This is an optimization exercise on Yosys and OpenROAD, whose aim is small area, a short achievable clock period and few clock cycles, not a production implementation.
Only simulation tests tie the RTL to the original design; equivalence was not proved.
No activity file was given, so power comes from the tool's default toggle rates.

===== design.v =====
module rsc_viterbi_decoder #(
  parameter int K    = 120,
  parameter int PM_W = 9
) (
  input  logic clock,
  input  logic aclr,
  input  logic start,
  input  logic in_valid,
  input  logic x_in,
  input  logic z_in,
  output logic busy,
  output logic out_valid,
  output logic c_out,
  output logic out_last
);
  localparam int NSYM = K + 3;
  localparam int CW   = $clog2(NSYM + 1);
  localparam int PL   = K - 3;    
  localparam int MW   = 4;        
  logic          busy_r, acc_r, em_r;   
  logic [CW-1:0] cnt;
  logic          phi;
  logic          take, f0, f1, f2, fsh, fa, fb, fl, em_last;
  logic [MW-1:0] pm     [8];
  logic [MW-1:0] pm_nxt [8];
  logic [7:0]    d;
  logic [PL-1:0] st [8];
  logic [7:0]    s0, s1;
  logic          sh;
  logic [3:0]    ta;
  logic [1:0]    tb2;
  logic [2:0]    cur, wfin, hist;
  always_comb begin
    take    = acc_r & in_valid;
    f0      = (cnt == CW'(0));
    f1      = (cnt == CW'(1));
    f2      = (cnt == CW'(2));
    fsh     = (cnt >= CW'(3)) & (cnt < CW'(K));
    fa      = (cnt == CW'(K));
    fb      = (cnt == CW'(K + 1));
    fl      = (cnt == CW'(K + 2));
    em_last = (cnt == CW'(K - 1));
  end
  always_comb begin
    for (int k = 0; k < 4; k++) begin
      logic [MW-1:0] a, b;
      logic [2:0] dh, ai, bi;
      logic lm, l0, le0, lo, cz, co, ct, dk, dk4, ck, ck4;
      a   = pm[2*k];
      b   = pm[2*k+1];
      dh  = b[3:1] - a[3:1];
      lm  = (dh == 3'b110);
      l0  = dh[2];
      le0 = dh[2] | (dh == 3'b000);
      ai  = a[3:1] + 3'd1;
      bi  = b[3:1] + 3'd1;
      lo  = a[0];
      co  = x_in ^ z_in ^ k[0] ^ k[1];
      ct  = (x_in ^ k[0]) & (z_in ^ k[1]);
      cz  = !co & !ct;
      dk  = cz ? lm : co ? l0 : le0;
      dk4 = cz ? le0 : co ? l0 : lm;
      if (f0 && k == 0) begin dk = 1'b0; dk4 = 1'b0; end
      if (f1 && k[0] == 1'b0) begin dk = 1'b0; dk4 = 1'b0; end
      if (f2) begin dk = 1'b0; dk4 = 1'b0; end
      ck  = dk  ? (cz | (co & lo)) : (ct | (co & lo));
      ck4 = dk4 ? (ct | (co & lo)) : (cz | (co & lo));
      d[k]   = dk;
      d[k+4] = dk4;
      pm_nxt[k]   = {dk  ? (ck  ? bi : b[3:1]) : (ck  ? ai : a[3:1]), lo ^ co};
      pm_nxt[k+4] = {dk4 ? (ck4 ? bi : b[3:1]) : (ck4 ? ai : a[3:1]), lo ^ co};
    end
  end
  logic       p1a, p1b, p0a, p0b, bita, bitb, p0, bit0, wnext;
  logic [2:0] wa, wb, w;
  always_comb begin
    p1a  = tb2[0];
    p1b  = tb2[1];
    p0a  = ta[{1'b0, p1a}];
    p0b  = ta[{1'b1, p1b}];
    wa   = {1'b0, p1a, p0a};
    wb   = {1'b1, p1b, p0b};
    bita = st[wa][PL-1];
    bitb = st[wb][PL-1];
    w    = d[0] ? wb : wa;
    p0   = d[0] ? p0b : p0a;
    bit0 = (d[0] ? bitb : bita) ^ phi;
    if (cnt < CW'(PL - 1))       wnext = st[cur][PL-2] ^ phi;
    else if (cnt == CW'(PL - 1)) wnext = wfin[0];
    else if (cnt == CW'(PL))     wnext = wfin[1];
    else                         wnext = wfin[2];
  end
  logic fin, shift_next, em_next, em_go;
  logic [2:0] cur_next;
  always_comb begin
    fin        = take & fl;
    em_go      = em_r & !em_last;
    em_next    = em_go | fin;
    cur_next   = fin ? w : {1'b0, cur[2:1]};
    shift_next = (take & fsh) | em_next;
  end
  always_ff @(posedge clock or posedge aclr) begin
    if (aclr) begin
      busy_r <= 1'b0; busy <= 1'b0; acc_r <= 1'b0; em_r <= 1'b0; cnt <= '0;
      phi <= 1'b0;
      out_valid <= 1'b0; c_out <= 1'b0; out_last <= 1'b0;
    end else begin
      phi <= ~phi;
      if (!busy_r) begin
        if (start) begin
          busy_r <= 1'b1;
          busy   <= 1'b1;
          acc_r  <= 1'b1;
          cnt    <= '0;
        end
      end else if (take) begin
        cnt <= cnt + 1'b1;
        if (fl) acc_r <= 1'b0;
      end
      if (fin) begin
        em_r <= 1'b1;
        cnt  <= '0;
      end
      if (em_r) begin
        if (em_last) begin
          em_r   <= 1'b0;
          busy_r <= 1'b0;
          busy   <= 1'b0;
        end else begin
          cnt <= cnt + 1'b1;
        end
      end
      out_valid <= em_next;
      c_out     <= fin ? bit0 : em_go & (wnext ^ hist[1] ^ hist[0]);
      out_last  <= em_r & (cnt == CW'(K - 2));
    end
  end
  always_ff @(posedge clock) begin
    if (!busy_r) begin
      for (int i = 0; i < 8; i++) pm[i] <= '0;
    end else if (take) begin
      for (int i = 0; i < 8; i++) pm[i] <= pm_nxt[i];
    end
    if (take & fa) ta  <= d[3:0];
    if (take & fb) tb2 <= d[1:0];
    if (fin) begin
      wfin <= w;
      hist <= {bit0, 2'b00};
    end else if (em_r) begin
      hist <= {wnext, hist[2:1]};
    end
    cur <= cur_next;
    for (int n = 0; n < 8; n++) begin
      s1[n] <= shift_next & ((take & fsh) ? d[n]  : cur_next[0]);
      s0[n] <= shift_next & ((take & fsh) ? !d[n] : !cur_next[0]);
    end
    sh <= !shift_next;
    for (int n = 0; n < 8; n++) begin
      st[n][0] <= ~(((s0[n] | s1[n]) & (s1[n] ^ phi)) | (sh & st[n][0]));
      for (int j = 1; j < PL; j++)
        st[n][j] <= ~((s0[n] & st[2*(n%4)][j-1]) | (s1[n] & st[2*(n%4)+1][j-1]) | (sh & st[n][j]));
    end
  end
endmodule

===== run.sh =====
#!/bin/bash
# synth_recipe.tcl (not shown) runs the flow's synth.tcl, then flattens the netlist and writes it again
# the make line also repeats each setting of config.mk as NAME=value (left out here)
make -C /OpenROAD-flow-scripts/flow DESIGN_CONFIG=/design/flow/config.mk WORK_HOME=/design/flow/orfs CLKGATE_MAP_FILE= SYNTH_SCRIPT=/design/flow/synth_recipe.tcl finish

===== config.mk =====
export PLATFORM = sky130hd
export DESIGN_NAME = rsc_viterbi_decoder
export DESIGN_NICKNAME = rsc_viterbi_decoder
export VERILOG_FILES = /design/flow/design.v
export SDC_FILE = /design/flow/constraint.sdc
export NUM_CORES = 4
export LEC_CHECK = 0
export ABC_CLOCK_PERIOD_IN_PS = 2500
export CAP_MARGIN = 20
export CORE_MARGIN = 2
export CORE_UTILIZATION = 60
export CTS_CLUSTER_DIAMETER = 80
export CTS_CLUSTER_SIZE = 25
export SETUP_SLACK_MARGIN = 5
export SLEW_MARGIN = 20

===== constraint.sdc =====
create_clock -name core_clock -period 7.5 [get_ports {clock}]
set_input_delay 1.5000 -clock core_clock [delete_from_list [all_inputs] [get_ports {clock}]]
set_output_delay 1.5000 -clock core_clock [all_outputs]
set_load 0.01 [all_outputs]

==> results of run 1 <==
state kept, by name (all words and copies together) (netlist names):
name and cells:
s0 8, pm 26, st 936, sh 1
busy_r 1, ta 4, wfin 3, out_last 1
c_out 1, hist 3, em_r 1, cur 3
cnt 7, tb2 2, out_valid 1, s1 8
busy 1, phi 1, acc_r 1
cells in the final DEF, fill, tap and decap left out, types with 10 or more instances in the layout:
| master | n |
|---|---|
| inv_1 | 19 |
| nand3_1 | 10 |
| mux2i_1 | 18 |
| buf_6 | 17 |
| a21oi_1 | 26 |
| clkbuf_16 | 49 |
| dfrtp_1 | 15 |
| nand2_1 | 37 |
| dfxtp_1 | 965 |
| a222oi_1 | 928 |
| dfxtp_4 | 17 |
| o211ai_1 | 11 |
| ha_1 | 19 |
| xnor2_1 | 21 |
| xor2_1 | 16 |
| nor2_1 | 32 |
| nor3_1 | 11 |
| edfxtp_1 | 10 |
| o21ai_0 | 11 |
| buf_4 | 48 |
cell type report:
| type | count | area (um2) | area share, % |
|---|---|---|---|
| well taps | 756 | 946 | 2.61 |
| flip-flops and latches | 1009 | 20400 | 56.5 |
| clock buffers | 55 | 1250 | 3.45 |
| clock inverters | 4 | 78.8 | 0.218 |
| multi-input cells | 1322 | 12600 | 34.7 |
| repair buffers | 81 | 786 | 2.17 |
| inverters | 27 | 131 | 0.363 |
logic make-up after synthesis:
kind of cell / Yosys count / share of synthesized area [%]
AOI/OAI and AO/OA: 1045 / 29.7
xor gates and xnor gates: 42 / 1.17
adders and majority gates: 30 / 1.29
buffers and inverters: 363 / 4.10
DFF: 1009 / 60.2
muxes: 28 / 0.924
and+or+nand+nor: 176 / 2.63
worst paths after layout:
path                               to  slack [ns]
min in group asynchronous        busy        1.24
setup reg to reg              hist[2]        4.87
hold reg to reg            st[5][116]        0.45
max in group asynchronous   out_valid        5.85
hold / removal             st[5][116]        0.45
setup / recovery             pm[5][1]        4.73
power breakdown:
group	internal [mW]	leakage [nW]	total (mW)	switching [mW]
sequential	8.36	8.58	11.6	3.22
combinational	3.22	4.24	5.88	2.66
clock	1.23	0.646	2.89	1.66
total	12.8	13.5	20.4	7.55
layer usage:
layer | vias to the layer above | wire length, um | track usage (%)
li1 | 11500 | - | -
met1 | 13500 | 38100 | 41.5
met2 | 1417 | 46600 | 52.1
met3 | 137 | 8110 | 3.07
met4 | 0 | 1890 | 9.81
met5 | - | 0 | 0
per-stage QoR:
stage | area (um2) | setup slack [ns] | hold slack, ns | power (mW)
after floorplan | 34000 | 4.11 | 0.412 | 14.7
after global placement | 34000 | 3.25 | 0.426 | 16.4
after detailed placement | 34000 | 3.18 | 0.436 | 16.7
after CTS | 35900 | 4.78 | 0.450 | 20.0
after global routing | 36200 | 4.71 | 0.469 | 21.4
final | 36200 | 4.73 | 0.449 | 20.4
what timing repair did:
item | in CTS | in global routing
resized for setup | 106 | 41
pin swaps | 36 | 35
cloned | 1 | 0
setup endpoints to repair | 185 | 132
setup buffers | 34 | 11
critical path: stages:
cell,delay (ns)
buf_12,0.08
clkinvlp_4,0.09
ha_4,0.33
buf_6,0.11
buf_6,0.10
nor2b_4,0.16
nor2_2,0.06
o31a_1,0.37
buf_4,0.18
a211oi_2,0.22
a211oi_2,0.05
==> impl_metrics.yaml, run 1 <==
floorplan:
  dieArea_um2: 58300
  dieHeight_um: 242
  die_width_um: 242
  rows: 87
  start_util_pct: 60.4
  core-area_um2: 56100
  io_pins: 10
job:
  drv_cap: 0
routing:
  avgRoutedWirePerCell_um: 29.1
  drt-pass1-iter-count: 17
  ant_nets: 0
  route.detailed.drc: 0
  viasPerCell: 8.17
  routed-via-count: 26600
  routed_wl_um: 94700
  drt_iter0_markers: 6732
clock_tree:
  clkSlewWorstSetupHoldPaths_ns: 0.10
  clock-sinks: 1009
  cts_tree: "yes"
  holdBufCountCts: 0
  clk_latency_ns: 0.63
  numCtsBuffers: 47
  cts.path.max_buffers: 3
  cts-root-buf: "clkbuf_16"
  h-tree-depth: 2
timing:
  worst_pin_slew_ns: 1.19
  finalSetupTns_ns: 0
  clock_skew_ns: 0.0254
  fmax_mhz: 361
  hold_violations: 0
  setup_viol: 0
  max-slew-margin-rel_pct: 20.9
  fin_crit_sh_pct: 36.9
  drv_slew: 0
  fin_crit_ns: 2.77
  rsz0062_at_grt: "true"
cells_and_area:
  drive_gt1_share_pct: 9.89
  fin_nets: 2524
  nFillCells: 4276
  antenna_cells: 0
  area_growth_pct: 6.96
  fin_util_pct: 64.6
  stdcell_count: 3254
logic_synthesis:
  synth_seq_cells: 1009
  yosysSeqAreaShare_pct: 60.2
  async_flop_share_pct: 1.49
  ys_top_cells_by_count: "984 x dfxtp_1, 928 x a222oi_1, 306 x clkbuf_1, 46 x nand2_1, 39 x nor2_1"
  ys_warn_count: 4
  syn_inst: 2693
  syn_area_um2: 33800
  ys_types: 61
  yosysMostFrequentCell: "dfxtp_1"
  synth_edf_count: 10
  yosys.area.top_type_share_pct: 58.2
  syn_nets: 2729
  yosys.area.top_type: "dfxtp_1"
  ys_top_cells_by_area: "dfxtp_1 58%, a222oi_1 27%, clkbuf_1 3.4%"
  synth_ff_type: "dfxtp_1"
  syn-mean-instance-area_um2: 12.6
pwr:
  powerDensity_nw_per_um2: 562
  p_leak_nw: 13.5
  vdd_drop_max_mv: 0.365
status:
  status: "finished clean"
worst_hold_path:
  worstHoldStart: "st[5][116]"
  min_path_type: "reg -> reg"
  min_path_cells: 1
place:
  dp_cells: 3147
  place.port_buffers: 9
  place_congestion: 0.860
  dp_hpwl_um: 48900
setup_path:
  critical_path_class: "in -> reg"
  r2r_cells: 10
  worstSetupStartpointType: "input pin"
  reg2reg_from: "pm[1][1]"
  cp_max_fo: 5
  cp-end-kind: "flip-flop"
  cp.arrival_ns: 3.26
  startpoint: "x_in"
  cp_data_required_time_ns: 7.99
grt:
  antenna_found_initial: 0
  grt_max_degree: 293
  grt-ovfl-total: 0
  grt_pass1_vias: 25800
  grt_pass1_wl_um: 148000
  grtUsageTotal_pct: 30.7
Testbench counts, summed over its fixed seeds: cycles 46,848.
==> inputs of run 2 (changes only) <==
--- a/config.mk
+++ b/config.mk
@@ -10,6 +10,6 @@
 export CORE_MARGIN = 2
 export CORE_UTILIZATION = 60
-export CTS_CLUSTER_DIAMETER = 80
-export CTS_CLUSTER_SIZE = 25
+export CTS_CLUSTER_DIAMETER = 100
+export CTS_CLUSTER_SIZE = 30
 export SETUP_SLACK_MARGIN = 5
 export SLEW_MARGIN = 20
==> run 2 against run 1 <==
Net effect:
- clock power is 9.3% lower
- critical path type unchanged
- still clean
- maximum frequency grew 0.40%
- global-route usage hardly changed
- die area stayed put
- sequential power is essentially flat
- hold slack improved by 0.0050 ns
- clock-buffer cell count shrank 10
- final cell count shrank 0.31%
- power fell by 1.2%
- largest power group unchanged
- clock skew is 0.0076 ns lower
- combinational power is essentially flat
==> impl_metrics.yaml, run 2 <==
status:
  status: "finished clean"
routing:
  route.detailed.drc: 0
  routed-via-count: 26500
  viasPerCell: 8.17
  drt_iter0_markers: 6986
  avgRoutedWirePerCell_um: 29.2
  drt-pass1-iter-count: 15
  routed_wl_um: 94700
  ant_nets: 0
logic_synthesis:
  syn_area_um2: 33800
  ys_top_cells_by_area: "dfxtp_1 58%, a222oi_1 27%, clkbuf_1 3.4%"
  synth_edf_count: 10
  syn_inst: 2693
  yosysSeqAreaShare_pct: 60.2
  ys_top_cells_by_count: "984 x dfxtp_1, 928 x a222oi_1, 306 x clkbuf_1, 46 x nand2_1, 39 x nor2_1"
  synth_xor_area_share_pct: 1.17
  synth_top_family_by_area: "compound AO/OA/AOI/OAI gates"
  async_flop_share_pct: 1.49
  ys_types: 61
  yosys.area.top_type_share_pct: 58.2
  synth-compound-area-share_pct: 29.7
  ys_warn_count: 4
  syn_nets: 2729
  synth_ff_type: "dfxtp_1"
  yosysMostFrequentCell: "dfxtp_1"
  synth_mux_area_share_pct: 0.924
  synthSimpleGateAreaFrac_pct: 2.63
  synth_fa_ha_area_share_pct: 1.29
  syn-mean-instance-area_um2: 12.6
  yosys.area.top_type: "dfxtp_1"
  synth_seq_cells: 1009
setup_path:
  cp_max_fo: 7
  critPathSlowestCell: "mux2_4"
  cp-end-kind: "flip-flop"
  cp_data_required_time_ns: 7.96
  worstPathCellList: "buf_12 -> clkinvlp_4 -> ha_4 -> buf_4 -> buf_6 -> buf_6 -> nor2b_4 -> nor2_4 -> mux2_4 -> o211ai_1 -> a21oi_1"
  crit_family: "buffers and inverters"
  crit_path_frequent_cell: "buf_6"
  startpoint: "z_in"
  cp.arrival_ns: 3.22
  path_depth: 11
  r2r_cells: 10
  critical_path_class: "in -> reg"
  reg2reg_slack_ns: 4.88
  worstSetupStartpointType: "input pin"
  reg2reg_from: "pm[1][1]"
  cp_num_buf_inv: 5
  critPathMaxStageDelay_ns: 0.31
cells_and_area:
  fin_nets: 2518
  nFillCells: 4264
  drive_gt1_share_pct: 9.93
  regMostFlops: "st"
  final_cell_mix: "965 x dfxtp_1, 928 x a222oi_1, 49 x buf_4"
  fin_area_um2: 36000
  reg_top3: "st: 936 flops, pm: 26 flops"
  final_common_cell: "dfxtp_1"
  area_growth_pct: 6.37
  largest_register_ffs: 936
  antenna_cells: 0
  stdcell_count: 3244
job:
  drv_cap: 0
place:
  place_congestion: 0.860
  dp_cells: 3147
  pre_cts_ws_ns: 3.18
  placed_area_um2: 34000
  dp_hpwl_um: 48900
  place.port_buffers: 9
timing:
  fin_crit_sh_pct: 36.8
  max-slew-margin-rel_pct: 18.8
  finalSetupTns_ns: 0
  hold_violations: 0
  clock_skew_ns: 0.0178
  drv_slew: 0
  fin_crit_ns: 2.76
  worst_pin_slew_ns: 1.22
  setup_viol: 0
  fin_ws_ns: 4.74
  fmax_mhz: 362
  rsz0062_at_grt: "true"
clock_tree:
  cts-root-buf: "clkbuf_16"
  h-tree-depth: 2
  clkSlewWorstSetupHoldPaths_ns: 0.11
  cts_tree: "yes"
  clock-sinks: 1009
  holdBufCountCts: 0
  clk_latency_ns: 0.61
  cts.path.max_buffers: 3
  numCtsBuffers: 40
grt:
  grt-ovfl-total: 0
  grt_max_degree: 293
  antenna_found_initial: 0
  grt_pass1_vias: 25700
  grt_pass1_wl_um: 147000
  grtUsageTotal_pct: 30.7
floorplan:
  dieHeight_um: 242
  core-area_um2: 56100
  rows: 87
  start_util_pct: 60.4
  die_width_um: 242
  dieArea_um2: 58300
  io_pins: 10
pwr:
  vdd_drop_max_mv: 0.494
  p_leak_nw: 13.3
  powerDensity_nw_per_um2: 558
worst_hold_path:
  min_path_type: "reg -> reg"
  min_path_cells: 1
  worstHoldStart: "st[4][116]"
[run 2: layer usage]
| metal | wire length (um) | GRT usage, % | vias up | share of wire [%] |
|---|---|---|---|---|
| met3 | 8100 | 2.92 | 125 | 8.6 |
| met5 | 0 | 0 | - | 0 |
| met4 | 1930 | 10.3 | 0 | 2.0 |
| met2 | 46700 | 51.9 | 1351 | 49 |
| met1 | 37900 | 41.5 | 13500 | 40 |
| li1 | - | - | 11500 | - |
[run 2: worst reg2reg max path: cells and delay by family (launching register included)]
kind                     cells  cell delay (ns)
adder cells (fa/ha/maj)      2             0.67
AND/OR/NAND/NOR              2             0.57
flip-flops                   1             0.43
AO/OA/AOI/OAI                2             0.22
multiplexers                 1             0.21
XOR/XNOR                     1             0.16
buffers and inverters        2             0.14
[run 2: cell type report]
class | count | area (um2) | share of cell area, %
flip-flops and latches | 1009 | 20400 | 56.8
multi-input cells | 1322 | 12600 | 35.0
clock buffers | 45 | 1040 | 2.89
well taps | 756 | 946 | 2.63
repair buffers | 82 | 790 | 2.19
inverters | 27 | 126 | 0.351
clock inverters | 3 | 45.0 | 0.125
[run 2: kinds of logic after synthesis]
logic type | Yosys count
adder cells (fa/ha/maj) | 30
multiplexers | 28
XOR/XNOR | 42
AND/OR/NAND/NOR | 176
flip-flops | 1009
buffers and inverters | 363
AO/OA/AOI/OAI | 1045
[run 2: path summary, 6_finish.rpt]
check                              to
setup / recovery             pm[5][2]
hold / removal             st[4][116]
setup reg to reg              hist[2]
hold reg to reg            st[4][116]
max in group asynchronous   out_valid
min in group asynchronous       c_out
[run 2: report_power, final]
group	internal (mW)	switching (mW)
Clock	1.01	1.60
Combinational	3.23	2.68
Sequential	8.36	3.22
[run 2: repair_timing]
action                                  4_1_cts  5_1_grt
setup buffers                                31       15
gates cloned                                  1        0
endpoints found under the setup margin      185      114
pin swaps                                    39       41
resized for setup                           101       60
[run 2: metrics by stage]
step | utilization, % | power, mW | hold slack [ns]
2_1_floorplan | - | 14.7 | 0.412
3_3_place_gp | 60.7 | 16.4 | 0.426
3_5_place_dp | 60.7 | 16.7 | 0.436
4_1_cts | 63.5 | 19.7 | 0.452
5_1_grt | 64.2 | 21.2 | 0.471
6_report | 64.2 | 20.1 | 0.454
==> inputs of run 3 (changes only) <==
--- a/design.v
+++ b/design.v
@@ -21,5 +21,7 @@
   logic [CW-1:0] cnt;
   logic          phi;
-  logic          take, f0, f1, f2, fsh, fa, fb, fl, em_last;
+  logic          take, em_last;
+  logic          v1, f0, f1, f2, fsh, fa, fb, fl;    
+  logic          x1, z1;
   logic [MW-1:0] pm     [8];
   logic [MW-1:0] pm_nxt [8];
@@ -33,11 +35,4 @@
   always_comb begin
     take    = acc_r & in_valid;
-    f0      = (cnt == CW'(0));
-    f1      = (cnt == CW'(1));
-    f2      = (cnt == CW'(2));
-    fsh     = (cnt >= CW'(3)) & (cnt < CW'(K));
-    fa      = (cnt == CW'(K));
-    fb      = (cnt == CW'(K + 1));
-    fl      = (cnt == CW'(K + 2));
     em_last = (cnt == CW'(K - 1));
   end
@@ -56,6 +51,6 @@
       bi  = b[3:1] + 3'd1;
       lo  = a[0];
-      co  = x_in ^ z_in ^ k[0] ^ k[1];
-      ct  = (x_in ^ k[0]) & (z_in ^ k[1]);
+      co  = x1 ^ z1 ^ k[0] ^ k[1];
+      ct  = (x1 ^ k[0]) & (z1 ^ k[1]);
       cz  = !co & !ct;
       dk  = cz ? lm : co ? l0 : le0;
@@ -94,17 +89,26 @@
   logic [2:0] cur_next;
   always_comb begin
-    fin        = take & fl;
+    fin        = v1 & fl;
     em_go      = em_r & !em_last;
     em_next    = em_go | fin;
     cur_next   = fin ? w : {1'b0, cur[2:1]};
-    shift_next = (take & fsh) | em_next;
+    shift_next = (v1 & fsh) | em_next;
   end
   always_ff @(posedge clock or posedge aclr) begin
     if (aclr) begin
       busy_r <= 1'b0; busy <= 1'b0; acc_r <= 1'b0; em_r <= 1'b0; cnt <= '0;
+      v1 <= 1'b0; f0 <= 1'b0; f1 <= 1'b0; f2 <= 1'b0; fsh <= 1'b0; fa <= 1'b0; fb <= 1'b0; fl <= 1'b0;
       phi <= 1'b0;
       out_valid <= 1'b0; c_out <= 1'b0; out_last <= 1'b0;
     end else begin
       phi <= ~phi;
+      v1  <= take;
+      f0  <= take & (cnt == CW'(0));
+      f1  <= take & (cnt == CW'(1));
+      f2  <= take & (cnt == CW'(2));
+      fsh <= take & (cnt >= CW'(3)) & (cnt < CW'(K));
+      fa  <= take & (cnt == CW'(K));
+      fb  <= take & (cnt == CW'(K + 1));
+      fl  <= take & (cnt == CW'(K + 2));
       if (!busy_r) begin
         if (start) begin
@@ -116,5 +120,5 @@
       end else if (take) begin
         cnt <= cnt + 1'b1;
-        if (fl) acc_r <= 1'b0;
+        if (cnt == CW'(NSYM - 1)) acc_r <= 1'b0;
       end
       if (fin) begin
@@ -137,11 +141,13 @@
   end
   always_ff @(posedge clock) begin
+    x1 <= x_in;
+    z1 <= z_in;
     if (!busy_r) begin
       for (int i = 0; i < 8; i++) pm[i] <= '0;
-    end else if (take) begin
+    end else if (v1) begin
       for (int i = 0; i < 8; i++) pm[i] <= pm_nxt[i];
     end
-    if (take & fa) ta  <= d[3:0];
-    if (take & fb) tb2 <= d[1:0];
+    if (v1 & fa) ta  <= d[3:0];
+    if (v1 & fb) tb2 <= d[1:0];
     if (fin) begin
       wfin <= w;
@@ -152,6 +158,6 @@
     cur <= cur_next;
     for (int n = 0; n < 8; n++) begin
-      s1[n] <= shift_next & ((take & fsh) ? d[n]  : cur_next[0]);
-      s0[n] <= shift_next & ((take & fsh) ? !d[n] : !cur_next[0]);
+      s1[n] <= shift_next & ((v1 & fsh) ? d[n]  : cur_next[0]);
+      s0[n] <= shift_next & ((v1 & fsh) ? !d[n] : !cur_next[0]);
     end
     sh <= !shift_next;
==> run 3 against run 2 <==
Net effect:
- design area fell by 1.2%
- clock skew rose by 0.027 ns
- synthesized cell count fell by 0.19%
- global-route usage fell by 1.1 points
- combinational power fell by 4.4%
- critical path type is now reg -> out
- area after synthesis rose by 0.77%
- non-clock buffer count fell by 37
- largest power group unchanged
- critical path depth fell by 10
- first-iteration DRC count rose by 5.1%
- clock-buffer cell count did not move
- largest cell class unchanged
- final cell count fell by 1.3%
- maximum frequency rose by 3.6%
==> impl_metrics.yaml, run 3 <==
floorplan:
  dieArea_um2: 58800
  rows: 87
  io_pins: 10
  die_width_um: 242
  start_util_pct: 60.6
  core-area_um2: 56300
  dieHeight_um: 242
clock_tree:
  numCtsBuffers: 40
  h-tree-depth: 2
  clkSlewWorstSetupHoldPaths_ns: 0.11
  clock-sinks: 1019
  clk_latency_ns: 0.63
  cts.path.max_buffers: 3
  cts_tree: "yes"
  cts-root-buf: "clkbuf_16"
timing:
  max-slew-margin-rel_pct: 22.0
  drv_slew: 0
  finalSetupTns_ns: 0
  fin_ws_ns: 4.84
  hold_violations: 0
  rsz0062_at_grt: "true"
  clock_skew_ns: 0.0453
  setup_viol: 0
  fin_crit_ns: 2.66
  worst_pin_slew_ns: 1.17
  fmax_mhz: 376
  fin_crit_sh_pct: 35.5
setup_path:
  worstPathCellList: "buf_6"
  worstSetupStartpointType: "flip-flop"
  cp_num_buf_inv: 1
  critical_path_class: "reg -> out"
  startpoint: "c_out"
  cp_data_required_time_ns: 6.00
  cp-end-kind: "output port"
  path_depth: 1
  cp-endpoint: "c_out"
  reg2reg_from: "pm[1][1]"
  reg2reg_to: "hist[2]"
  reg2reg_slack_ns: 5.04
  cp.arrival_ns: 1.16
  cp_max_fo: 1
  critPathSlowestCell: "dfrtp_1"
  critPathMaxStageDelay_ns: 0.42
  crit_family: "flip-flops"
  r2r_cells: 11
grt:
  grt-ovfl-total: 0
  use_met2_pct: 47.4
  grt_max_degree: 287
  grt_use_met3_pct: 3.32
  grt_busiest_layer: "met2"
  grt_pass1_wl_um: 143000
  antenna_found_initial: 0
  grtUsageTotal_pct: 29.6
  grt_use_met1_pct: 42.7
  grt_pass1_vias: 24900
logic_synthesis:
  syn_area_um2: 34100
  ys_warn_count: 4
  syn-mean-instance-area_um2: 12.7
  yosys.area.top_type_share_pct: 57.9
  ys_top_cells_by_area: "dfxtp_1 58%, a222oi_1 27%, clkbuf_1 3.4%"
  yosysMostFrequentCell: "dfxtp_1"
  yosys.area.top_type: "dfxtp_1"
  syn_inst: 2688
  async_flop_share_pct: 2.26
  ys_top_cells_by_count: "986 x dfxtp_1, 928 x a222oi_1, 308 x clkbuf_1, 50 x nand2_1, 32 x mux2i_1"
  synth_seq_cells: 1019
  synth_ff_type: "dfxtp_1"
  synth_edf_count: 10
  ys_types: 58
  yosysSeqAreaShare_pct: 60.4
  syn_nets: 2723
cells_and_area:
  regMostFlops: "st"
  final_common_cell: "dfxtp_1"
  area_growth_pct: 4.26
  final_cell_mix: "963 x dfxtp_1, 928 x a222oi_1, 49 x nand2_1"
  reg_top3: "st: 936 flops, pm: 26 flops"
  antenna_cells: 0
  drive_gt1_share_pct: 6.50
  fin_nets: 2474
  largest_register_ffs: 936
place:
  pre_cts_ws_ns: 4.36
  place.port_buffers: 9
  place_congestion: 0.774
  dp_hpwl_um: 46900
routing:
  routed-via-count: 26100
  ant_nets: 0
  routed_wl_um: 92100
  drt-pass1-iter-count: 17
  drt_iter0_markers: 7345
  viasPerCell: 8.16
  avgRoutedWirePerCell_um: 28.8
  route.detailed.drc: 0
job:
  drv_cap: 0
pwr:
  total_power_mw: 20.0
  p_leak_nw: 13.6
  powerDensity_nw_per_um2: 562
  vdd_drop_max_mv: 0.365
status:
  status: "finished clean"
worst_hold_path:
  min_path_type: "reg -> reg"
## run 3: where the power goes
part / leakage [nW] / switching, mW / internal [mW]
registers: 8.70 / 3.22 / 8.45
logic: 4.37 / 2.59 / 3.05
clock network: 0.545 / 1.63 / 1.04
## run 3: cell type report
class / count / area, um2
Fill cell: 4390 / 20700
Sequential cell: 1019 / 20700
Multi-Input combinational cell: 1306 / 12300
Clock buffer: 45 / 1060
Tap cell: 756 / 946
Timing Repair Buffer: 45 / 444
Inverter: 27 / 105
Clock inverter: 3 / 52.6
## run 3: through the flow
stage               cell area [um2]  cells  hold WS, ns  utilization [%]
floorplan                     34100   2688        0.412                -
global placement              34100   3139        0.425             60.7
detailed placement            34100   3139        0.432             60.7
CTS                           35400   3195        0.451             62.9
global route                  35600   3201        0.469             63.2
finish                        35600   3201        0.446             63.2
## run 3: how the worst min path moves through the flow
stage	startpoint	to	slack, ns	depth (start not counted)
finish	st[2][116]	st[2][116]	0.45	1
detailed placement	st[4][116]	st[4][116]	0.43	1
global placement	st[4][116]	st[4][116]	0.42	1
CTS	st[2][116]	st[2][116]	0.45	1
global route	st[0][116]	st[0][116]	0.47	1
floorplan	st[0][116]	st[0][116]	0.41	1
## run 3: routing by layer
| metal | up-vias | share of wire [%] |
|---|---|---|
| li1 | 11400 | - |
| met5 | - | 0 |
| met1 | 13200 | 42 |
| met3 | 97 | 9.3 |
| met2 | 1436 | 47 |
| met4 | 0 | 1.6 |
## run 3: timing repair
action	CTS	global route
setup endpoints to repair	303	147
hold buffers	0	0
cloned	0	1
setup buffers	8	4
gates resized for setup	38	25
pin swaps	7	8
## run 3: cell families after synthesis
family / share of synthesized area (%)
compound gates: 29.5
xor+xnor: 1.10
fa+ha+maj: 1.24
buf+inv: 4.02
flops: 60.4
mux: 1.31
simple gates: 2.44
Testbench counts of run 3, summed over its fixed seeds: cycles 47,040.
==> inputs of run 4 (changes only) <==
--- a/config.mk
+++ b/config.mk
@@ -9,5 +9,5 @@
 export CAP_MARGIN = 20
 export CORE_MARGIN = 2
-export CORE_UTILIZATION = 60
+export CORE_UTILIZATION = 72
 export CTS_CLUSTER_DIAMETER = 100
 export CTS_CLUSTER_SIZE = 30
==> run 4 against run 3 <==
Net effect:
- largest power group unchanged
- still clean
- hold slack gained 0.0069 ns
- power shrank 0.29%
- maximum frequency grew 0.60%
- register-to-register slack lost 0.02 ns
- die area shrank 16%
- final cell count shrank 4.7%
- clock-buffer cell count grew 2
- highest routed layer unchanged
- area after synthesis is the same
- largest cell class unchanged
==> impl_metrics.yaml, run 4 <==
grt:
  grt-ovfl-total: 0
  grt_max_degree: 283
  grtUsageTotal_pct: 33.7
  grt_pass1_wl_um: 138000
  grt_pass1_vias: 25200
  antenna_found_initial: 0
place:
  place_congestion: 0.823
  dp_hpwl_um: 45900
  pre_cts_ws_ns: 4.34
  placed_area_um2: 33900
  place.port_buffers: 9
routing:
  viasPerCell: 8.65
  avgRoutedWirePerCell_um: 28.7
  drt-pass1-iter-count: 19
  top_layer: "met4"
  drt_iter0_markers: 8045
  routed_wl_um: 87500
  met2_length_um: 41800
  dr_wl_met3_um: 8810
  route.detailed.drc: 0
  ant_nets: 0
  wl_met1_um: 35400
  routed-via-count: 26400
floorplan:
  rows: 79
  io_pins: 10
  dieArea_um2: 49100
  die_width_um: 222
  core-area_um2: 46700
  dieHeight_um: 222
  start_util_pct: 73.1
worst_hold_path:
  min_path_cells: 1
  min_path_type: "reg -> reg"
  worstHoldEndpoint: "st[3][116]"
  worstHoldStart: "st[3][116]"
cells_and_area:
  fin_area_um2: 35400
  drive_gt1_share_pct: 6.38
  reg_top3: "st: 936 flops, pm: 26 flops"
  final_common_cell: "dfxtp_1"
  final_cell_mix: "963 x dfxtp_1, 928 x a222oi_1, 50 x nand2_1"
  area_growth_pct: 3.73
  largest_register_ffs: 936
  antenna_cells: 0
  regMostFlops: "st"
  fin_nets: 2473
logic_synthesis:
  synth_seq_cells: 1019
  yosys.area.top_type: "dfxtp_1"
  ys_top_cells_by_count: "986 x dfxtp_1, 928 x a222oi_1, 308 x clkbuf_1, 50 x nand2_1, 32 x mux2i_1"
  ys_warn_count: 4
  yosysMostFrequentCell: "dfxtp_1"
  syn_area_um2: 34100
  yosysSeqAreaShare_pct: 60.4
  syn-mean-instance-area_um2: 12.7
  synth_ff_type: "dfxtp_1"
  syn_inst: 2688
  yosys.area.top_type_share_pct: 57.9
  synth_edf_count: 10
  async_flop_share_pct: 2.26
  ys_types: 58
  syn_nets: 2723
  ys_top_cells_by_area: "dfxtp_1 58%, a222oi_1 27%, clkbuf_1 3.4%"
clock_tree:
  cts-root-buf: "clkbuf_16"
  cts.path.max_buffers: 3
  holdBufCountCts: 0
  cts_tree: "yes"
  numCtsBuffers: 40
  clk_latency_ns: 0.60
  clkSlewWorstSetupHoldPaths_ns: 0.11
  clock-sinks: 1019
  h-tree-depth: 2
timing:
  hold_violations: 0
  clock_skew_ns: 0.0375
  finalSetupTns_ns: 0
  drv_slew: 0
  fin_crit_sh_pct: 35.3
  rsz0062_at_grt: "true"
  setup_viol: 0
  max-slew-margin-rel_pct: 17.9
  fin_crit_ns: 2.65
  whs_ns: 0.453
  fin_ws_ns: 4.85
  fmax_mhz: 378
  worst_pin_slew_ns: 1.23
pwr:
  vdd_drop_max_mv: 0.374
  total_power_mw: 19.9
  powerDensity_nw_per_um2: 563
  p_leak_nw: 13.6
setup_path:
  cp_data_required_time_ns: 6.00
  worstSetupStartpointType: "flip-flop"
  critPathMaxStageDelay_ns: 0.40
  reg2reg_to: "hist[2]"
  worstPathCellList: "buf_2"
  r2r_cells: 11
  crit_family: "flip-flops"
  cp_max_fo: 2
  critical_path_class: "reg -> out"
  cp_num_buf_inv: 1
  reg2reg_slack_ns: 5.02
  reg2reg_from: "pm[1][1]"
  path_depth: 1
  cp.arrival_ns: 1.15
  cp-end-kind: "output port"
  critPathSlowestCell: "dfrtp_1"
status:
  status: "finished clean"
job:
  drv_cap: 0
[run 4: worst max path at each step]
stage | startpoint | slack (ns) | endpoint
after floorplan | pm[1][1] | 5.05 | s0[0]
after global placement | in_valid | 4.43 | cnt[6]
after detailed placement | in_valid | 4.34 | cnt[4]
after CTS | busy | 4.83 | busy
after global routing | busy | 4.82 | busy
final | busy | 4.85 | busy
[run 4: where the power goes]
part           internal (mW)  leakage (nW)  switching (mW)
Sequential              8.45          8.70            3.12
Clock                   1.04         0.548            1.58
Combinational           3.05          4.37            2.67
[run 4: final cells by class]
cell class              instances  area, um2
clock inverters                 2       46.3
clock buffers                  47       1080
fillers                      3043      11300
repair buffers                 44        424
multi-input cells            1306      12300
inverters                      27        103
well taps                     607        759
flip-flops and latches       1019      20700
[run 4: repair_timing]
item / 4_1_cts / 5_1_grt
resized for setup: 41 / 23
pin swaps: 5 / 9
buffers inserted: 7 / 5
setup endpoints to repair: 125 / 326
[run 4: cells by family after synthesis]
| logic type | Yosys count | share of synthesized area (%) |
|---|---|---|
| mux | 41 | 1.31 |
| compound gates | 1037 | 29.5 |
| fa+ha+maj | 29 | 1.24 |
| flops | 1019 | 60.4 |
| buf+inv | 363 | 4.02 |
| xor+xnor | 38 | 1.10 |
| simple gates | 161 | 2.44 |
[run 4: per-layer routing]
metal | GRT usage, % | up-vias
li1 | - | 11400
met1 | 47.9 | 13300
met2 | 55.2 | 1666
met3 | 3.51 | 123
met4 | 9.74 | 0
met5 | 0 | -
[run 4: per-stage QoR]
stage	cells	utilization, %
finish	3052	75.8
global route	3052	75.8
CTS	3046	75.4
detailed placement	2990	72.8
global placement	2990	72.8
floorplan	2688	-
==> inputs of run 5 (changes only) <==
--- a/design.v
+++ b/design.v
@@ -22,5 +22,5 @@
   logic          phi;
   logic          take, em_last;
-  logic          v1, f0, f1, f2, fsh, fa, fb, fl;    
+  logic          v1, fsh, fa, fb, fl;    
   logic          x1, z1;
   logic [MW-1:0] pm     [8];
@@ -56,7 +56,4 @@
       dk  = cz ? lm : co ? l0 : le0;
       dk4 = cz ? le0 : co ? l0 : lm;
-      if (f0 && k == 0) begin dk = 1'b0; dk4 = 1'b0; end
-      if (f1 && k[0] == 1'b0) begin dk = 1'b0; dk4 = 1'b0; end
-      if (f2) begin dk = 1'b0; dk4 = 1'b0; end
       ck  = dk  ? (cz | (co & lo)) : (ct | (co & lo));
       ck4 = dk4 ? (ct | (co & lo)) : (cz | (co & lo));
@@ -98,5 +95,5 @@
     if (aclr) begin
       busy_r <= 1'b0; busy <= 1'b0; acc_r <= 1'b0; em_r <= 1'b0; cnt <= '0;
-      v1 <= 1'b0; f0 <= 1'b0; f1 <= 1'b0; f2 <= 1'b0; fsh <= 1'b0; fa <= 1'b0; fb <= 1'b0; fl <= 1'b0;
+      v1 <= 1'b0; fsh <= 1'b0; fa <= 1'b0; fb <= 1'b0; fl <= 1'b0;
       phi <= 1'b0;
       out_valid <= 1'b0; c_out <= 1'b0; out_last <= 1'b0;
@@ -104,7 +101,4 @@
       phi <= ~phi;
       v1  <= take;
-      f0  <= take & (cnt == CW'(0));
-      f1  <= take & (cnt == CW'(1));
-      f2  <= take & (cnt == CW'(2));
       fsh <= take & (cnt >= CW'(3)) & (cnt < CW'(K));
       fa  <= take & (cnt == CW'(K));
@@ -144,5 +138,6 @@
     z1 <= z_in;
     if (!busy_r) begin
-      for (int i = 0; i < 8; i++) pm[i] <= '0;
+      pm[0] <= '0;
+      for (int i = 1; i < 8; i++) pm[i] <= MW'(4);
     end else if (v1) begin
       for (int i = 0; i < 8; i++) pm[i] <= pm_nxt[i];
--- a/config.mk
+++ b/config.mk
@@ -9,5 +9,5 @@
 export CAP_MARGIN = 20
 export CORE_MARGIN = 2
-export CORE_UTILIZATION = 72
+export CORE_UTILIZATION = 60
 export CTS_CLUSTER_DIAMETER = 100
 export CTS_CLUSTER_SIZE = 30
==> run 5 against run 4 <==
Net effect:
- clock power about the same
- wire length up 2.9%
- final cell count up 5.0%
- design area up 0.33%
- sequential share of layout area down 0.41 points
- setup slack better by 0.021 ns
- critical path type unchanged
- largest cell class unchanged
- hold slack worse by 0.0078 ns
==> impl_metrics.yaml, run 5 <==
status:
  status: "finished clean"
setup_path:
  cp-endpoint: "busy"
  critPathSlowestCell: "dfrtp_1"
  cp_max_fo: 2
  crit_family: "flip-flops"
  cp-end-kind: "output port"
  path_depth: 1
  reg2reg_to: "s1[1]"
  cp.arrival_ns: 1.13
  cp_num_buf_inv: 1
  reg2reg_slack_ns: 4.91
  worstSetupStartpointType: "flip-flop"
  critPathMaxStageDelay_ns: 0.39
  cp_data_required_time_ns: 6.00
  startpoint: "busy"
  worstPathCellList: "buf_2"
  reg2reg_from: "pm[1][1]"
  critical_path_class: "reg -> out"
  r2r_cells: 10
logic_synthesis:
  yosys.area.top_type: "dfxtp_1"
  yosysMostFrequentCell: "dfxtp_1"
  ys_top_cells_by_count: "986 x dfxtp_1, 928 x a222oi_1, 310 x clkbuf_1, 48 x nand2_1, 42 x nor2_1"
  synth_ff_type: "dfxtp_1"
  ys_warn_count: 4
  async_flop_share_pct: 1.97
  syn_inst: 2690
  yosysSeqAreaShare_pct: 60.3
  synth_edf_count: 10
  syn_area_um2: 34000
  syn-mean-instance-area_um2: 12.7
  ys_top_cells_by_area: "dfxtp_1 58%, a222oi_1 27%, clkbuf_1 3.4%"
  synth_seq_cells: 1016
  yosys.area.top_type_share_pct: 58.0
  syn_nets: 2724
  ys_types: 66
timing:
  setup_viol: 0
  fin_crit_sh_pct: 35.0
  drv_slew: 0
  worst_pin_slew_ns: 1.12
  max-slew-margin-rel_pct: 25.2
  hold_violations: 0
  fmax_mhz: 381
  finalSetupTns_ns: 0
  rsz0062_at_grt: "true"
  fin_crit_ns: 2.63
  clock_skew_ns: 0.0324
routing:
  routed_wl_um: 90000
  drt_iter0_markers: 7305
  avgRoutedWirePerCell_um: 28.1
  route.detailed.drc: 0
  drt-pass1-iter-count: 15
  ant_nets: 0
  viasPerCell: 8.13
  routed-via-count: 26000
cells_and_area:
  reg_top3: "st: 936 flops, pm: 26 flops"
  fin_nets: 2475
  area_growth_pct: 4.29
  regMostFlops: "st"
  largest_register_ffs: 936
  antenna_cells: 0
  drive_gt1_share_pct: 6.33
  final_common_cell: "dfxtp_1"
  final_cell_mix: "964 x dfxtp_1, 928 x a222oi_1, 45 x nand2_1"
floorplan:
  rows: 87
  dieArea_um2: 58700
  die_width_um: 242
  io_pins: 10
  start_util_pct: 60.5
  dieHeight_um: 242
  core-area_um2: 56300
clock_tree:
  cts-root-buf: "clkbuf_16"
  h-tree-depth: 2
  clock-sinks: 1016
  cts.path.max_buffers: 3
  numCtsBuffers: 40
  clk_latency_ns: 0.63
  cts_tree: "yes"
  holdBufCountCts: 0
  clkSlewWorstSetupHoldPaths_ns: 0.12
pwr:
  clockPowerShare_pct: 13.8
  switching_share_pct: 35.8
  powerDensity_nw_per_um2: 539
  seq_power_share_pct: 59.6
  p_leak_nw: 13.7
  total_power_mw: 19.1
  vdd_drop_max_mv: 0.345
  combPwrFrac_pct: 26.6
  p_switching_mw: 6.86
  power.internal_mw: 12.3
place:
  place_congestion: 0.840
  place.port_buffers: 9
  dp_hpwl_um: 46600
grt:
  grtUsageTotal_pct: 29.1
  grt_pass1_vias: 24800
  grt_max_degree: 278
  antenna_found_initial: 0
  grt_pass1_wl_um: 141000
  grt-ovfl-total: 0
worst_hold_path:
  min_path_type: "reg -> reg"
  worstHoldStart: "st[6][116]"
job:
  drv_cap: 0
## run 5: routing by layer
layer | vias to the layer above | part of all wire, % | GRT usage, %
met5 | - | 0 | 0
met1 | 13200 | 42 | 41.6
met3 | 65 | 9.2 | 3.31
met4 | 0 | 1.3 | 7.48
li1 | 11400 | - | -
met2 | 1339 | 48 | 47.3
## run 5: per-stage QoR
stage                     cells  util, %  hold slack (ns)  area (um2)  worst slack (ns)
after detailed placement   3142     60.5            0.431       34000              4.39
after global placement     3142     60.5            0.429       34000              4.51
after floorplan            2690        -            0.412       34000              5.01
after CTS                  3202     62.7            0.448       35300              4.84
after global routing       3204     63.1            0.464       35500              4.82
final                      3204     63.1            0.445       35500              4.87
## run 5: kinds of logic after synthesis
kind of cell / share of synthesized area, %
AO/OA/AOI/OAI: 29.5
XOR/XNOR: 1.08
adder cells (fa/ha/maj): 1.18
buffers and inverters: 4.18
flip-flops: 60.3
multiplexers: 1.49
AND/OR/NAND/NOR: 2.22
## run 5: worst min path at each step
stage                       endpoint  slack, ns  cells past startpoint
final                     st[6][116]       0.44                      1
after global routing      st[5][116]       0.46                      1
after CTS                 st[6][116]       0.45                      1
after detailed placement  st[6][116]       0.43                      1
after global placement    st[5][116]       0.43                      1
after floorplan           st[0][116]       0.41                      1
## run 5: worst register-to-register path, delay by kind of cell, from the launching register on
kind | cells | cell delay [ns]
simple gates | 2 | 0.76
fa+ha+maj | 2 | 0.59
mux | 2 | 0.44
flops | 1 | 0.36
compound gates | 2 | 0.28
buf+inv | 2 | 0.09
## run 5: timing repair
action	CTS	global route
gates resized for setup	47	40
setup endpoints to repair	41	42
setup buffers	11	1
pin swaps	5	8
## run 5: final cells by class
| type | instances | area (um2) |
|---|---|---|
| multi-input cells | 1308 | 12300 |
| well taps | 756 | 946 |
| clock inverters | 4 | 57.6 |
| repair buffers | 43 | 405 |
| inverters | 32 | 128 |
| clock buffers | 45 | 1060 |
| fillers | 4387 | 20800 |
| flip-flops and latches | 1016 | 20600 |
## run 5: power by group through the flow
stage / registers [mW] / clock network [mW] / logic [mW]
after floorplan: 10.0 / 0 / 4.24
after global routing: 11.7 / 2.90 / 5.60
after global placement: 11.3 / 0 / 4.47
after CTS: 11.3 / 2.71 / 4.87
final: 11.4 / 2.65 / 5.08
after detailed placement: 11.4 / 0 / 4.69
Testbench counts of run 5, summed over its fixed seeds: cycles 47,040.
==> inputs of run 6 (changes only) <==
--- a/config.mk
+++ b/config.mk
@@ -9,5 +9,5 @@
 export CAP_MARGIN = 20
 export CORE_MARGIN = 2
-export CORE_UTILIZATION = 60
+export CORE_UTILIZATION = 72
 export CTS_CLUSTER_DIAMETER = 100
 export CTS_CLUSTER_SIZE = 30
==> run 6 against run 5 <==
Net effect:
- power is 0.67% lower
- design area down 0.81%
- register-to-register slack got worse by 0.02 ns
- maximum frequency down 1.4%
- critical path depth did not move
- hold slack better by 0.017 ns
- clock skew shrank 0.014 ns
- area after synthesis stayed put
- utilization up 12 points
- final cell count down 4.7%
- via count up 1.7%
- synthesized cell count stayed put
- critical path type unchanged
- highest routed layer unchanged
==> impl_metrics.yaml, run 6 <==
status:
  status: "finished clean"
logic_synthesis:
  async_flop_share_pct: 1.97
  yosysSeqAreaShare_pct: 60.3
  syn_inst: 2690
  yosysMostFrequentCell: "dfxtp_1"
  ys_top_cells_by_count: "986 x dfxtp_1, 928 x a222oi_1, 310 x clkbuf_1, 48 x nand2_1, 42 x nor2_1"
  synth_edf_count: 10
  syn_nets: 2724
  syn_area_um2: 34000
  ys_warn_count: 4
  synth_ff_type: "dfxtp_1"
  syn-mean-instance-area_um2: 12.7
  yosys.area.top_type: "dfxtp_1"
  yosys.area.top_type_share_pct: 58.0
  synth_seq_cells: 1016
  ys_types: 66
  ys_top_cells_by_area: "dfxtp_1 58%, a222oi_1 27%, clkbuf_1 3.4%"
grt:
  grtUsageTotal_pct: 33.9
  antenna_found_initial: 0
  grt_busiest_layer: "met2"
  grt_use_met1_pct: 47.3
  grt_pass1_wl_um: 138000
  use_met2_pct: 55.6
  grt_max_degree: 290
  grt_use_met3_pct: 3.96
  grt_pass1_vias: 25200
  grt-ovfl-total: 0
cells_and_area:
  reg_top3: "st: 936 flops, pm: 26 flops"
  fin_util_pct: 75.5
  final_cell_mix: "964 x dfxtp_1, 928 x a222oi_1, 45 x nand2_1"
  largest_register_ffs: 936
  seqCellArea_um2: 20600
  nFillCells: 3097
  final_common_cell: "dfxtp_1"
  regMostFlops: "st"
  area_growth_pct: 3.44
  drive_gt1_share_pct: 6.05
  multi_input_comb_area_um2: 12200
  antenna_cells: 0
  fin_nets: 2477
routing:
  viasPerCell: 8.67
  avgRoutedWirePerCell_um: 28.8
  route.detailed.drc: 0
  routed_wl_um: 88000
  ant_nets: 0
  drt_iter0_markers: 7970
  drt-pass1-iter-count: 19
  routed-via-count: 26500
timing:
  setup_viol: 0
  rsz0062_at_grt: "true"
  drv_slew: 0
  fmax_mhz: 375
  max-slew-margin-rel_pct: 19.2
  fin_crit_ns: 2.66
  hold_violations: 0
  worst_pin_slew_ns: 1.21
  clock_skew_ns: 0.0182
  whs_ns: 0.461
  fin_ws_ns: 4.84
  fin_crit_sh_pct: 35.5
  finalSetupTns_ns: 0
job:
  drv_cap: 0
clock_tree:
  h-tree-depth: 2
  numCtsBuffers: 39
  cts.path.max_buffers: 3
  cts-root-buf: "clkbuf_16"
  clkSlewWorstSetupHoldPaths_ns: 0.11
  holdBufCountCts: 0
  clk_latency_ns: 0.61
  cts_tree: "yes"
  clock-sinks: 1016
worst_hold_path:
  min_path_cells: 1
  min_path_type: "reg -> reg"
floorplan:
  die_width_um: 221
  core-area_um2: 46700
  dieHeight_um: 221
  rows: 79
  io_pins: 10
  dieArea_um2: 49000
  start_util_pct: 73.0
setup_path:
  path_depth: 1
  cp_max_fo: 1
  cp_data_required_time_ns: 6.00
  cp-end-kind: "output port"
  reg2reg_slack_ns: 4.89
  cp.arrival_ns: 1.16
  critical_path_class: "reg -> out"
  crit_family: "flip-flops"
  critPathMaxStageDelay_ns: 0.42
  cp_num_buf_inv: 1
  worstSetupStartpointType: "flip-flop"
  critPathSlowestCell: "dfrtp_1"
  r2r_cells: 10
  worstPathCellList: "buf_2"
pwr:
  clockPowerShare_pct: 13.2
  seq_power_share_pct: 59.8
  vdd_drop_max_mv: 0.334
  p_switching_mw: 6.83
  powerDensity_nw_per_um2: 540
  combPwrFrac_pct: 27.0
  p_leak_nw: 13.7
  total_power_mw: 19.0
  switching_share_pct: 35.9
  power.internal_mw: 12.2
place:
  place.port_buffers: 9
  dp_hpwl_um: 45400
  place_congestion: 0.867
  pre_cts_ws_ns: 4.47
[run 6: cell counts after synthesis]
Identical to the previous run, type by type.
[run 6: area by class of cell]
class	instances	area share, %
Sequential cell	1016	58.5
Multi-Input combinational cell	1308	34.7
Clock buffer	44	2.83
Tap cell	607	2.16
Timing Repair Buffer	46	1.34
Inverter	32	0.373
Clock inverter	2	0.0391
[run 6: stage by stage]
step           std cells  instance area [um2]
6_report            3055                35200
5_1_grt             3055                35200
4_1_cts             3046                35000
3_5_place_dp        2993                33900
3_3_place_gp        2993                33900
2_1_floorplan       2690                34000
[run 6: final timing paths]
kind                              endpoint        from
min in group asynchronous           cnt[1]        aclr
max in group asynchronous            c_out        aclr
worst max-delay path             out_valid   out_valid
worst min register to register  st[2][116]  st[2][116]
worst min-delay path            st[2][116]  st[2][116]
worst max register to register       s1[2]    pm[1][1]
[run 6: repair_timing]
| item | CTS | global route |
|---|---|---|
| cloned | 0 | 1 |
| endpoints found under the setup margin | 277 | 279 |
| pin swaps | 5 | 8 |
| resized for setup | 53 | 22 |
| setup buffers | 7 | 6 |
[run 6: metal layers]
| metal | vias to the layer above | share of wire (%) |
|---|---|---|
| met5 | - | 0 |
| met4 | 0 | 1.8 |
| li1 | 11400 | - |
| met1 | 13300 | 40 |
| met3 | 119 | 10 |
| met2 | 1630 | 48 |
[run 6: kinds of logic after synthesis]
family	after synthesis	synth area share [%]
buf+inv	366	4.18
mux	46	1.49
fa+ha+maj	28	1.18
compound gates	1044	29.5
flops	1016	60.3
xor+xnor	37	1.08
simple gates	153	2.22
[run 6: power groups by stage]
stage	clock network, mW	logic, mW	registers (mW)
6_report	2.51	5.14	11.4
5_1_grt	2.71	5.61	11.6
4_1_cts	2.54	4.94	11.2
3_5_place_dp	0	4.76	11.3
3_3_place_gp	0	4.51	11.1
2_1_floorplan	0	4.24	10.0
==> inputs of run 7 (changes only) <==
--- a/design.v
+++ b/design.v
@@ -17,5 +17,5 @@
   localparam int CW   = $clog2(NSYM + 1);
   localparam int PL   = K - 3;    
-  localparam int MW   = 4;        
+  localparam int MW   = 3;        
   logic          busy_r, acc_r, em_r;   
   logic [CW-1:0] cnt;
@@ -25,4 +25,5 @@
   logic          x1, z1;
   logic [MW-1:0] pm     [8];
+  logic          par;
   logic [MW-1:0] pm_nxt [8];
   logic [7:0]    d;
@@ -39,16 +40,15 @@
   always_comb begin
     for (int k = 0; k < 4; k++) begin
-      logic [MW-1:0] a, b;
-      logic [2:0] dh, ai, bi;
+      logic [MW-1:0] a, b, ai, bi, dh;
       logic lm, l0, le0, lo, cz, co, ct, dk, dk4, ck, ck4;
       a   = pm[2*k];
       b   = pm[2*k+1];
-      dh  = b[3:1] - a[3:1];
+      dh  = b - a;
       lm  = (dh == 3'b110);
       l0  = dh[2];
       le0 = dh[2] | (dh == 3'b000);
-      ai  = a[3:1] + 3'd1;
-      bi  = b[3:1] + 3'd1;
-      lo  = a[0];
+      ai  = a + 3'd1;
+      bi  = b + 3'd1;
+      lo  = k[0] ^ par;
       co  = x1 ^ z1 ^ k[0] ^ k[1];
       ct  = (x1 ^ k[0]) & (z1 ^ k[1]);
@@ -60,6 +60,6 @@
       d[k]   = dk;
       d[k+4] = dk4;
-      pm_nxt[k]   = {dk  ? (ck  ? bi : b[3:1]) : (ck  ? ai : a[3:1]), lo ^ co};
-      pm_nxt[k+4] = {dk4 ? (ck4 ? bi : b[3:1]) : (ck4 ? ai : a[3:1]), lo ^ co};
+      pm_nxt[k]   = dk  ? (ck  ? bi : b) : (ck  ? ai : a);
+      pm_nxt[k+4] = dk4 ? (ck4 ? bi : b) : (ck4 ? ai : a);
     end
   end
@@ -139,7 +139,9 @@
     if (!busy_r) begin
       pm[0] <= '0;
-      for (int i = 1; i < 8; i++) pm[i] <= MW'(4);
+      for (int i = 1; i < 8; i++) pm[i] <= MW'(2);
+      par <= 1'b0;
     end else if (v1) begin
       for (int i = 0; i < 8; i++) pm[i] <= pm_nxt[i];
+      par <= par ^ x1 ^ z1;
     end
     if (v1 & fa) ta  <= d[3:0];
==> run 7 against run 6 <==
Net effect:
- still clean
- non-clock buffer count is 7 lower
- die area is 0.25% lower
- area after synthesis is 0.26% lower
- clock power hardly changed
- utilization is 0.40 points lower
- sequential share of layout area is 0.38 points higher
- largest power group unchanged
==> impl_metrics.yaml, run 7 <==
place:
  place.port_buffers: 9
  place_congestion: 0.801
  dp_hpwl_um: 44000
  dp_cells: 2972
  pre_cts_ws_ns: 4.40
setup_path:
  reg2reg_to: "hist[2]"
  r2r_cells: 9
  critical_path_class: "reg -> reg"
  worstSetupStartpointType: "flip-flop"
  reg2reg_from: "pm[1][0]"
  reg2reg_slack_ns: 4.83
  cp_max_fo: 4
  cp.arrival_ns: 3.04
  cp_data_required_time_ns: 7.87
  cp-end-kind: "flip-flop"
  cp-endpoint: "hist[2]"
  startpoint: "pm[1][0]"
routing:
  drt_iter0_markers: 7638
  route.detailed.drc: 0
  avgRoutedWirePerCell_um: 28.3
  drt-pass1-iter-count: 17
  routed-via-count: 26300
  routed_wl_um: 85600
  ant_nets: 0
  viasPerCell: 8.68
cells_and_area:
  regMostFlops: "st"
  area_growth_pct: 2.95
  stdcell_count: 3027
  fin_nets: 2449
  largest_register_ffs: 936
  drive_gt1_share_pct: 5.66
  final_cell_mix: "963 x dfxtp_1, 928 x a222oi_1, 44 x nor2_1"
  antenna_cells: 0
  reg_top3: "st: 936 flops, pm: 24 flops"
  final_common_cell: "dfxtp_1"
logic_synthesis:
  synth_ff_type: "dfxtp_1"
  ys_top_cells_by_count: "985 x dfxtp_1, 928 x a222oi_1, 306 x clkbuf_1, 45 x nor2_1, 35 x nand2_1"
  async_flop_share_pct: 1.97
  yosys.area.top_type: "dfxtp_1"
  yosysSeqAreaShare_pct: 60.4
  syn_nets: 2702
  synth_edf_count: 10
  syn_area_um2: 33900
  synth_seq_cells: 1015
  yosys.area.top_type_share_pct: 58.1
  ys_warn_count: 4
  ys_top_cells_by_area: "dfxtp_1 58%, a222oi_1 27%, clkbuf_1 3.4%"
  syn-mean-instance-area_um2: 12.7
  ys_types: 66
  syn_inst: 2668
  yosysMostFrequentCell: "dfxtp_1"
grt:
  grt_pass1_wl_um: 136000
  grt-ovfl-total: 0
  grt_pass1_vias: 24700
  grtUsageTotal_pct: 33.0
  antenna_found_initial: 0
  grt_max_degree: 265
timing:
  setup_viol: 0
  fmax_mhz: 374
  hold_violations: 0
  fin_crit_sh_pct: 35.6
  fin_crit_ns: 2.67
  worst_pin_slew_ns: 1.12
  rsz0062_at_grt: "true"
  max-slew-margin-rel_pct: 25.5
  finalSetupTns_ns: 0
  clock_skew_ns: 0.0267
  fin_ws_ns: 4.83
  drv_slew: 0
worst_hold_path:
  min_path_type: "reg -> reg"
clock_tree:
  cts_tree: "yes"
  h-tree-depth: 2
  cts.path.max_buffers: 3
  clk_latency_ns: 0.62
  clkSlewWorstSetupHoldPaths_ns: 0.11
  cts-root-buf: "clkbuf_16"
  clock-sinks: 1015
  numCtsBuffers: 39
pwr:
  p_leak_nw: 13.4
  powerDensity_nw_per_um2: 518
  vdd_drop_max_mv: 0.405
job:
  drv_cap: 0
floorplan:
  start_util_pct: 72.9
  dieArea_um2: 48900
  rows: 79
  io_pins: 10
  dieHeight_um: 221
  die_width_um: 221
  core-area_um2: 46600
status:
  status: "finished clean"
run 7: timing repair:
| item | in CTS | in global routing |
|---|---|---|
| hold buffers | 0 | 0 |
| endpoints found under the setup margin | 22 | 37 |
| setup buffers | 4 | 5 |
| pin swaps | 1 | 5 |
| resized for setup | 20 | 13 |
run 7: worst min-delay path by stage:
stage | slack [ns] | depth (start not counted) | startpoint | endpoint
final | 0.45 | 1 | st[2][116] | st[2][116]
after global routing | 0.48 | 1 | st[5][116] | st[5][116]
after CTS | 0.46 | 1 | st[2][116] | st[2][116]
after detailed placement | 0.44 | 1 | st[2][116] | st[2][116]
after global placement | 0.44 | 1 | st[2][116] | st[2][116]
after floorplan | 0.42 | 1 | st[2][116] | st[2][116]
run 7: through the flow:
step	hold WS (ns)	total power, mW	utilization [%]	cell area [um2]
global placement	0.436	15.0	72.6	33800
floorplan	0.416	13.8	-	34000
CTS	0.455	17.9	74.9	34800
global route	0.482	19.0	75.1	35000
detailed placement	0.436	15.3	72.6	33800
finish	0.455	18.1	75.1	35000
run 7: layout make-up:
cell class	count	area (um2)
sequential	1015	20600
multi-input combinational	1289	12100
fill	3174	11600
clock buffer	44	995
tap	607	759
timing repair buffer	39	348
inverter	31	120
clock inverter	2	15.0
run 7: metal layers:
metal / GRT usage [%] / wire [um]
met2: 53.6 / 41200
met3: 3.60 / 8430
met5: 0 / 0
met4: 10.1 / 1360
met1: 46.9 / 34600
run 7: logic make-up after synthesis:
| group | synth area share [%] |
|---|---|
| AO/OA/AOI/OAI | 29.6 |
| flip-flops | 60.4 |
| buffers and inverters | 4.05 |
| AND/OR/NAND/NOR | 1.93 |
| multiplexers | 1.60 |
| XOR/XNOR | 1.18 |
| adder cells (fa/ha/maj) | 1.19 |
run 7: power by group:
| part | switching, mW | leakage (nW) | total, mW | internal [mW] |
|---|---|---|---|---|
| combinational | 1.89 | 4.27 | 4.46 | 2.58 |
| sequential | 2.78 | 8.67 | 11.1 | 8.33 |
| clock | 1.56 | 0.495 | 2.52 | 0.960 |
| total | 6.23 | 13.4 | 18.1 | 11.9 |
run 7: critical path, stage by stage (launching register included):
cell and delay (ns):
dfxtp_4 0.36, inv_2 0.06, ha_4 0.12, inv_2 0.03
fa_1 0.46, or4b_4 0.51, o21ai_4 0.14, mux2i_2 0.28
mux2_4 0.33, o21bai_1 0.15
Testbench counts of run 7, summed over its fixed seeds: cycles 47,040.

separate check: timing with driven ports:
How much do the figures lean on ideal ports? The routed layouts below were timed once more, with nothing changed but the port constraints.
Step 1, drivers: a clkbuf_16 drives clock and a buf_2 each remaining input, both assumed.
Step 2 adds t to the input delays and takes it off the output delays; t is the mean of the earliest and latest rising clock arrival at the registers after step 1. Input paths then give back, and output paths get back, about the clock's delay inside the block.
Three values: ideal, step 1, step 2; two values: the first two.
run	t (ns)	setup slack, ns	worst setup path at the end	worst register clock-pin slew, ns	cell pins on the clock port's net
run 1	0.678	4.730 / 4.731 / 4.053	input to register	0.10 / 0.10	1
run 2	0.667	4.741 / 4.746 / 4.079	input to register	0.11 / 0.11	1
run 3	0.674	4.837 / 4.773 / 4.501	input to register	0.11 / 0.11	1
run 4	0.648	4.853 / 4.791 / 4.571	input to register	0.11 / 0.11	1
run 5	0.672	4.874 / 4.809 / 4.486	input to register	0.12 / 0.12	1
run 6	0.665	4.835 / 4.770 / 4.509	input to register	0.11 / 0.11	1
run 7	0.667	4.828 / 4.803 / 4.491	input to register	0.11 / 0.11	1
After both steps setup and hold are still met in every run listed. The setup slack of run 1, which loses most, moves by +0.001 ns with the drivers and by -0.677 ns with both steps.
